From an optimization exercise on the open Yosys and OpenROAD flow, aimed at small area, a short achievable clock period and few clock cycles; shortcuts taken in it are not production practice.
Only simulation tests tie the RTL to the original design; equivalence was not proved.
Power figures rest on the tool's default switching activity, not on a simulated workload.

==> inputs of build 56 <==
==> flow/design.v <==
module stack_cpu (
    input  logic        clk,
    input  logic        reset,
    output logic [23:0] flash_addr,
    output logic        flash_enable,
    input  logic [7:0]  flash_data,
    input  logic        flash_ready,
    output logic [7:0]  uart_data,
    output logic        uart_send,
    input  logic        uart_busy,
    output logic        halted
);
    localparam logic [3:0] l_hold = 4'b1010;
    localparam logic [3:0] l_sec  = 4'b1100;
    localparam logic [3:0] l_and  = 4'b1000;
    localparam logic [3:0] l_or   = 4'b1110;
    localparam logic [3:0] l_xor  = 4'b0110;
    localparam logic [3:0] l_xnor = 4'b1001;
    localparam logic [3:0] l_not  = 4'b0101;
    localparam logic [3:0] l_zero = 4'b0000;
    localparam logic [2:0] f_idle = 3'd0;    
    localparam logic [2:0] f_r1   = 3'd1;    
    localparam logic [2:0] f_r2   = 3'd2;    
    localparam logic [2:0] f_chk  = 3'd3;    
    localparam logic [2:0] f_hold = 3'd4;    
    logic [2:0]  fst;
    logic        hold_mode;
    logic        low_seen;
    logic        got;           
    logic        fail;
    logic [3:0]  c_lo;          
    logic [3:0]  c_hi;          
    logic        c_alo;         
    logic        c_ahi;         
    logic        c_sub;         
    logic        c_fsel;        
    logic        c_fz;          
    logic        c_flt;         
    logic        c_sgn;         
    logic        c_push;        
    logic        c_pop;         
    logic        c_swap;        
    logic        c_ssh;         
    logic        c_uart;        
    logic        c_taken;       
    logic        c_jump;        
    logic        c_tgt0;        
    logic        c_e2;          
    logic        c_e2imm;       
    logic        c_e3;          
    logic        pp;            
    logic        hp;            
    logic [7:0]  xb;            
    logic        armed;         
    logic        free_next;     
    logic        xv;            
    logic        dec_now;       
    logic [2:0]  imc;           
    logic        is_branch;     
    logic        taken;
    logic [7:0]  target_lo;     
    logic        imm_last;      
    logic        is_op;
    logic [31:0] top;
    logic [31:0] second;
    logic [31:0] lut;
    logic [31:0] carries;
    logic [31:0] next_top;
    logic        carry;         
    logic        cout_lo;
    logic        cout_hi;
    logic        lt_u;
    logic        lt_s;
    logic        zlo;           
    logic        zhi;           
    assign is_op     = (imc == 3'd0);
    assign imm_last  = (imc == 3'd1);
    logic        uart_free;
    assign uart_free = !uart_send && !c_uart;
    assign dec_now   = xv && !c_e2 && !c_e3 && !pp && !hp && !halted;
    assign free_next = !xv || dec_now;
    assign got  = flash_ready && armed;
    assign fail = (fst == f_chk) && !(flash_ready && low_seen);
    logic        skip;          
    logic        load_target;
    logic        inc_lo;
    logic [22:0] inc_hi;
    logic [23:0] addr_inc;
    assign load_target = skip && taken;
    assign inc_lo      = flash_addr[0] | skip;
    always_comb begin
        for (int i = 0; i < 23; i++) begin
            inc_hi[i] = flash_addr[i + 1] ^ (inc_lo && (&(flash_addr[23:1] | ~(23'h7fffff >> (23 - i)))));
        end
    end
    assign addr_inc = {inc_hi, flash_addr[0] ^ !skip};
    always_ff @(posedge clk) begin
        if (reset) flash_addr <= 24'd0;
        else if (got) flash_addr <= (load_target) ? {flash_data, xb, target_lo} : addr_inc;
    end
    logic [2:0]  fst_n;
    logic        fen_n;
    logic        hold_n;
    logic        low_n;
    logic        free_n;
    always_comb begin
        fst_n  = fst;
        fen_n  = flash_enable;
        hold_n = hold_mode;
        low_n  = low_seen;
        if (reset) begin
            fst_n  = f_idle;
            fen_n  = 1'b0;
            hold_n = 1'b0;
            low_n  = 1'b0;
        end else if (halted) begin
            fst_n = f_idle;
            fen_n = 1'b0;
        end else begin
            case (fst)
                f_idle: begin
                    fen_n  = 1'b1;
                    hold_n = 1'b0;
                    low_n  = 1'b0;
                    fst_n  = f_r1;
                end
                f_r1: fst_n = f_r2;
                f_r2: begin
                    low_n = !flash_ready;
                    if (hold_mode || !free_next) begin
                        fst_n = f_hold;
                    end else begin
                        fen_n = 1'b0;
                        fst_n = f_chk;
                    end
                end
                f_chk: begin
                    fen_n  = 1'b1;
                    hold_n = fail;
                    low_n  = 1'b0;
                    fst_n  = f_r1;
                end
                f_hold: begin
                    if (!flash_ready) low_n = 1'b1;
                    if (got) begin
                        fen_n = 1'b0;
                        fst_n = f_idle;
                    end
                end
                default: fst_n = f_idle;
            endcase
        end
        free_n = reset || !xv || dec_now;
    end
    always_ff @(posedge clk) begin
        fst          <= fst_n;
        flash_enable <= fen_n;
        hold_mode    <= hold_n;
        low_seen     <= low_n;
        armed        <= low_n && ((fst_n == f_chk) || ((fst_n == f_hold) && free_n));
    end
    always_ff @(posedge clk) begin
        if (reset) begin
            imc  <= 3'd0;
            skip <= 1'b0;
            xv   <= 1'b0;
        end else begin
            if (got) xv <= 1'b1;
            else if (dec_now) xv <= 1'b0;
            if (dec_now) begin
                skip <= 1'b0;
                if (!is_op) begin
                    imc  <= imc - 3'd1;
                    skip <= is_branch && (imc == 3'd2);
                end else if (xb == 8'h01) begin
                    imc       <= 3'd4;
                    is_branch <= 1'b0;
                end else if (xb == 8'h0e || xb == 8'h0f) begin
                    imc       <= 3'd3;
                    is_branch <= 1'b1;
                end
            end
        end
        if (got) xb <= flash_data;
    end
    always_ff @(posedge clk) begin
        c_lo    <= l_hold;
        c_hi    <= l_hold;
        c_alo   <= 1'b0;
        c_ahi   <= 1'b0;
        c_sub   <= 1'b0;
        c_fsel  <= 1'b0;
        c_fz    <= 1'b0;
        c_flt   <= 1'b0;
        c_sgn   <= 1'b0;
        c_push  <= 1'b0;
        c_pop   <= 1'b0;
        c_swap  <= 1'b0;
        c_ssh   <= 1'b0;
        c_uart  <= 1'b0;
        c_taken <= 1'b0;
        c_jump  <= 1'b0;
        c_tgt0  <= 1'b0;
        c_e2    <= 1'b0;
        c_e2imm <= 1'b0;
        c_e3    <= 1'b0;
        if (reset) begin
            pp     <= 1'b0;
            hp     <= 1'b0;
            halted <= 1'b0;
        end else if (c_e2) begin
            if (c_e2imm) begin
                c_lo   <= l_sec;
                c_hi   <= l_sec;
                c_swap <= 1'b1;
            end else begin
                case (xb[3:0])    
                    4'h2: begin c_hi <= l_xor; c_ahi <= 1'b1; c_pop <= 1'b1; end
                    4'h3: begin c_hi <= l_xnor; c_ahi <= 1'b1; c_pop <= 1'b1; end
                    4'ha, 4'hc: begin
                        c_hi  <= l_xnor;
                        c_ahi <= 1'b1;
                        c_flt <= 1'b1;
                        c_sgn <= !xb[2];
                        c_pop <= 1'b1;
                        c_e3  <= 1'b1;
                    end
                    4'h9: begin c_lo <= l_zero; c_hi <= l_zero; c_fsel <= 1'b1; c_pop <= 1'b1; end
                    4'h5: begin c_lo <= l_zero; c_hi <= l_zero; c_fsel <= 1'b1; end
                    default: begin c_lo <= l_sec; c_hi <= l_sec; c_pop <= 1'b1; c_taken <= 1'b1; end  
                endcase
            end
        end else if (c_e3) begin
            c_lo   <= l_zero;
            c_hi   <= l_zero;
            c_fsel <= 1'b1;
        end else if (pp && uart_free) begin
            c_lo   <= l_sec;
            c_hi   <= l_sec;
            c_pop  <= 1'b1;
            c_uart <= 1'b1;
            pp     <= 1'b0;
        end else if (hp && uart_free) begin
            halted <= 1'b1;
            hp     <= 1'b0;
        end else if (dec_now) begin
            if (!is_op) begin
                if (!is_branch) begin
                    c_ssh <= 1'b1;
                    if (imm_last) begin c_e2 <= 1'b1; c_e2imm <= 1'b1; end
                end
                if (is_branch && imc == 3'd3) c_tgt0 <= 1'b1;
            end else begin
                case (xb)
                    8'h01, 8'h12: c_push <= 1'b1;                                    
                    8'h14: begin c_push <= 1'b1; c_lo <= l_sec; c_hi <= l_sec; end  
                    8'h02: begin c_lo <= l_xor; c_alo <= 1'b1; c_e2 <= 1'b1; end
                    8'h03, 8'h0a, 8'h0c: begin
                        c_lo  <= l_xnor;
                        c_alo <= 1'b1;
                        c_sub <= 1'b1;
                        c_e2  <= 1'b1;
                    end
                    8'h09: begin c_lo <= l_xor; c_hi <= l_xor; c_fz <= 1'b1; c_e2 <= 1'b1; end
                    8'h35: begin c_fz <= 1'b1; c_e2 <= 1'b1; end                     
                    8'h0e: begin c_fz <= 1'b1; c_e2 <= 1'b1; end                     
                    8'h0f: c_jump <= 1'b1;
                    8'h16: begin c_lo <= l_and; c_hi <= l_and; c_pop <= 1'b1; end
                    8'h17: begin c_lo <= l_or;  c_hi <= l_or;  c_pop <= 1'b1; end
                    8'h18: begin c_lo <= l_xor; c_hi <= l_xor; c_pop <= 1'b1; end
                    8'h19: begin c_lo <= l_not; c_hi <= l_not; end
                    8'h05: begin c_lo <= l_sec; c_hi <= l_sec; c_pop <= 1'b1; end    
                    8'h13: begin c_lo <= l_sec; c_hi <= l_sec; c_swap <= 1'b1; end   
                    8'h08: begin                                                     
                        if (!uart_free) pp <= 1'b1;
                        else begin c_lo <= l_sec; c_hi <= l_sec; c_pop <= 1'b1; c_uart <= 1'b1; end
                    end
                    8'hff: begin                                                     
                        if (!uart_free) hp <= 1'b1;
                        else halted <= 1'b1;
                    end
                    default: ;
                endcase
            end
        end
    end
    always_comb begin
        for (int i = 0; i < 16; i++) lut[i] = c_lo[{second[i], top[i]}];
        for (int i = 16; i < 32; i++) lut[i] = c_hi[{second[i], top[i]}];
    end
    logic [15:0] g_lo;
    logic [15:0] g_hi;
    logic [16:0] c_lo_chain;
    logic [16:0] c_hi_chain;
    always_comb begin
        for (int i = 0; i < 16; i++) begin
            g_lo[i] = c_alo && second[i] && !lut[i];
            g_hi[i] = c_ahi && second[i + 16] && !lut[i + 16];
        end
    end
    prefix_carry u_carry_lo (.g(g_lo), .p(lut[15:0]),  .cin(c_sub),          .c(c_lo_chain));
    prefix_carry u_carry_hi (.g(g_hi), .p(lut[31:16]), .cin(c_ahi && carry), .c(c_hi_chain));
    assign carries = {c_hi_chain[15:0], c_lo_chain[15:0]};
    assign cout_lo = c_lo_chain[16];
    assign cout_hi = c_hi_chain[16];
    always_comb begin
        next_top = lut ^ carries;
        if (c_fsel) next_top = {31'd0, zlo && zhi};
    end
    assign lt_u = !cout_hi;
    assign lt_s = lut[31] ? !carries[31] : second[31];
    always_ff @(posedge clk) begin
        top <= next_top;
        if (c_fz) begin
            zlo <= (lut[15:0] == 16'd0);
            zhi <= (lut[31:16] == 16'd0);
        end
        if (c_flt) begin
            zlo <= c_sgn ? lt_s : lt_u;
            zhi <= 1'b1;
        end
        if (c_alo) carry <= cout_lo;
        if (c_taken) taken <= !(zlo && zhi);
        if (c_jump) taken <= 1'b1;
        if (c_tgt0) target_lo <= xb;
    end
    logic [31:0] mem [6];
    logic [2:0]  p;
    logic [5:0]  rsel;
    logic        tsel;
    logic        hsel;
    logic [31:0] second_d;
    always_ff @(posedge clk) begin
        if (reset) p <= 3'd6;    
        else if (c_push) p <= p + 3'd1;
        else if (c_pop) p <= p - 3'd1;
    end
    always_ff @(posedge clk) begin
        for (int i = 0; i < 6; i++) begin
            if (c_push && p == 3'(i)) mem[i] <= second;
        end
    end
    assign tsel = c_push || c_swap;
    assign hsel = !(c_push || c_swap || c_pop || c_ssh);
    always_comb begin
        for (int i = 0; i < 6; i++) rsel[i] = c_pop && (p == 3'(i + 1));
        second_d = ({32{tsel}} & top) | ({32{c_ssh}} & {xb, second[31:8]}) | ({32{hsel}} & second);
        for (int i = 0; i < 6; i++) second_d = second_d | ({32{rsel[i]}} & mem[i]);
    end
    always_ff @(posedge clk) begin
        second <= second_d;
    end
    always_ff @(posedge clk) begin
        if (reset) begin
            uart_send <= 1'b0;
        end else if (c_uart) begin
            uart_send <= 1'b1;
        end else if (!uart_busy) begin
            uart_send <= 1'b0;    
        end
        if (c_uart) uart_data <= top[7:0];
    end
endmodule
module prefix_carry (
    input  logic [15:0] g,
    input  logic [15:0] p,
    input  logic        cin,
    output logic [16:0] c
);
    logic [15:0] gg [5];
    logic [15:0] pp [5];
    always_comb begin
        gg[0] = g;
        pp[0] = p;
        gg[0][0] = g[0] | (p[0] & cin);
        for (int l = 0; l < 4; l++) begin
            for (int i = 0; i < 16; i++) begin
                if ((i >> l) & 1) begin
                    gg[l + 1][i] = gg[l][i] | (pp[l][i] & gg[l][((i >> l) << l) - 1]);
                    pp[l + 1][i] = pp[l][i] & pp[l][((i >> l) << l) - 1];
                end else begin
                    gg[l + 1][i] = gg[l][i];
                    pp[l + 1][i] = pp[l][i];
                end
            end
        end
        c = {gg[4], cin};
    end
endmodule
==> flow/flow/run.sh <==
#!/bin/bash
set -euo pipefail
bash standard.sh SETUP_SLACK_MARGIN=5.25 "BUFFER_PORTS_ARGS=-buffer_cell sky130_fd_sc_hd__buf_2" finish > standard_flow.log 2>&1
==> flow/standard.sh <==
#!/bin/bash
# synth_recipe.tcl (not shown) runs the flow's synth.tcl, then flattens the netlist and writes it again
# the make line also repeats each setting of config.mk as NAME=value (left out here)
make -C /OpenROAD-flow-scripts/flow DESIGN_CONFIG=/design/flow/config.mk WORK_HOME=/design/flow/orfs CLKGATE_MAP_FILE= SYNTH_SCRIPT=/design/flow/synth_recipe.tcl "${@:-finish}"
==> flow/config.mk <==
export PLATFORM = sky130hd
export DESIGN_NAME = stack_cpu
export DESIGN_NICKNAME = stack_cpu
export VERILOG_FILES = /design/flow/design.v
export SDC_FILE = /design/flow/constraint.sdc
export NUM_CORES = 4
export LEC_CHECK = 0
export CAP_MARGIN = 20
export CORE_MARGIN = 2
export CORE_UTILIZATION = 40
export CTS_CLUSTER_DIAMETER = 150
export CTS_CLUSTER_SIZE = 25
export SLEW_MARGIN = 20
==> flow/constraint.sdc <==
create_clock -name core_clock -period 8.0 [get_ports {clk}]
set_input_delay 1.6000 -clock core_clock [delete_from_list [all_inputs] [get_ports {clk}]]
set_output_delay 1.6000 -clock core_clock [all_outputs]
set_load 0.01 [all_outputs]
==> inputs of build 58, as changes to build 56 <==
==> flow/flow/run.sh (replaced) <==
#!/bin/bash
set -euo pipefail
bash standard.sh SETUP_SLACK_MARGIN=5.35 "BUFFER_PORTS_ARGS=-buffer_cell sky130_fd_sc_hd__buf_2" finish > standard_flow.log 2>&1
==> run summary <==
Of build 56 and build 58, build 58 has the higher routed wire length (gap about 1.7%, measured against build 58).
Against build 56, the non-clock buffer count of build 58 is higher by 43.
Between build 56 and build 58, the lower final cell count is in build 56 (gap 2.2%, measured against build 58).
Total power is about the same in build 58 and build 56.
In count of clock-buffer cells in the layout, build 56 and build 58 do not differ.
Sequential power is about the same in build 58 and build 56.
Hold slack is about the same in build 56 and build 58.
In combinational power, build 56 and build 58 hardly differ.
Of build 58 and build 56, build 58 has the higher core utilization (gap 1.2 points).
In synthesized cell count, build 58 and build 56 do not differ.
Global-route usage: build 58 is higher than build 56 (0.12 points).
Testbench counts of build 56, summed over its fixed seeds: cycles 320,946.
Testbench counts of build 58, summed over its fixed seeds: cycles 320,946.

[afterwards: timing with drivers on the ports]
No port has a modelled driver above. Below, the same layouts with a new extraction and two added sets of constraints.
Step 1: set_driving_cell puts a clkbuf_16 on clk and a buf_2 on each other input, an assumption about the parent block.
Step 2 also shifts input and output timing later by t, the mid clock arrival at the registers, as if the neighbouring blocks saw the same clock.
Slacks: no drivers / after step 1 / after step 2; pairs: no drivers / after step 1.
run	t (ns)	setup slack, ns	clock arrival spread, ns
build 56	0.564	5.293 / 5.245 / 4.928	0.028 / 0.028
build 58	0.567	5.363 / 5.314 / 4.924	0.028 / 0.029
After both steps every run listed still meets setup and hold. For build 58, which loses most, drivers alone change the setup slack by -0.049 ns; drivers and shift together by -0.439 ns.
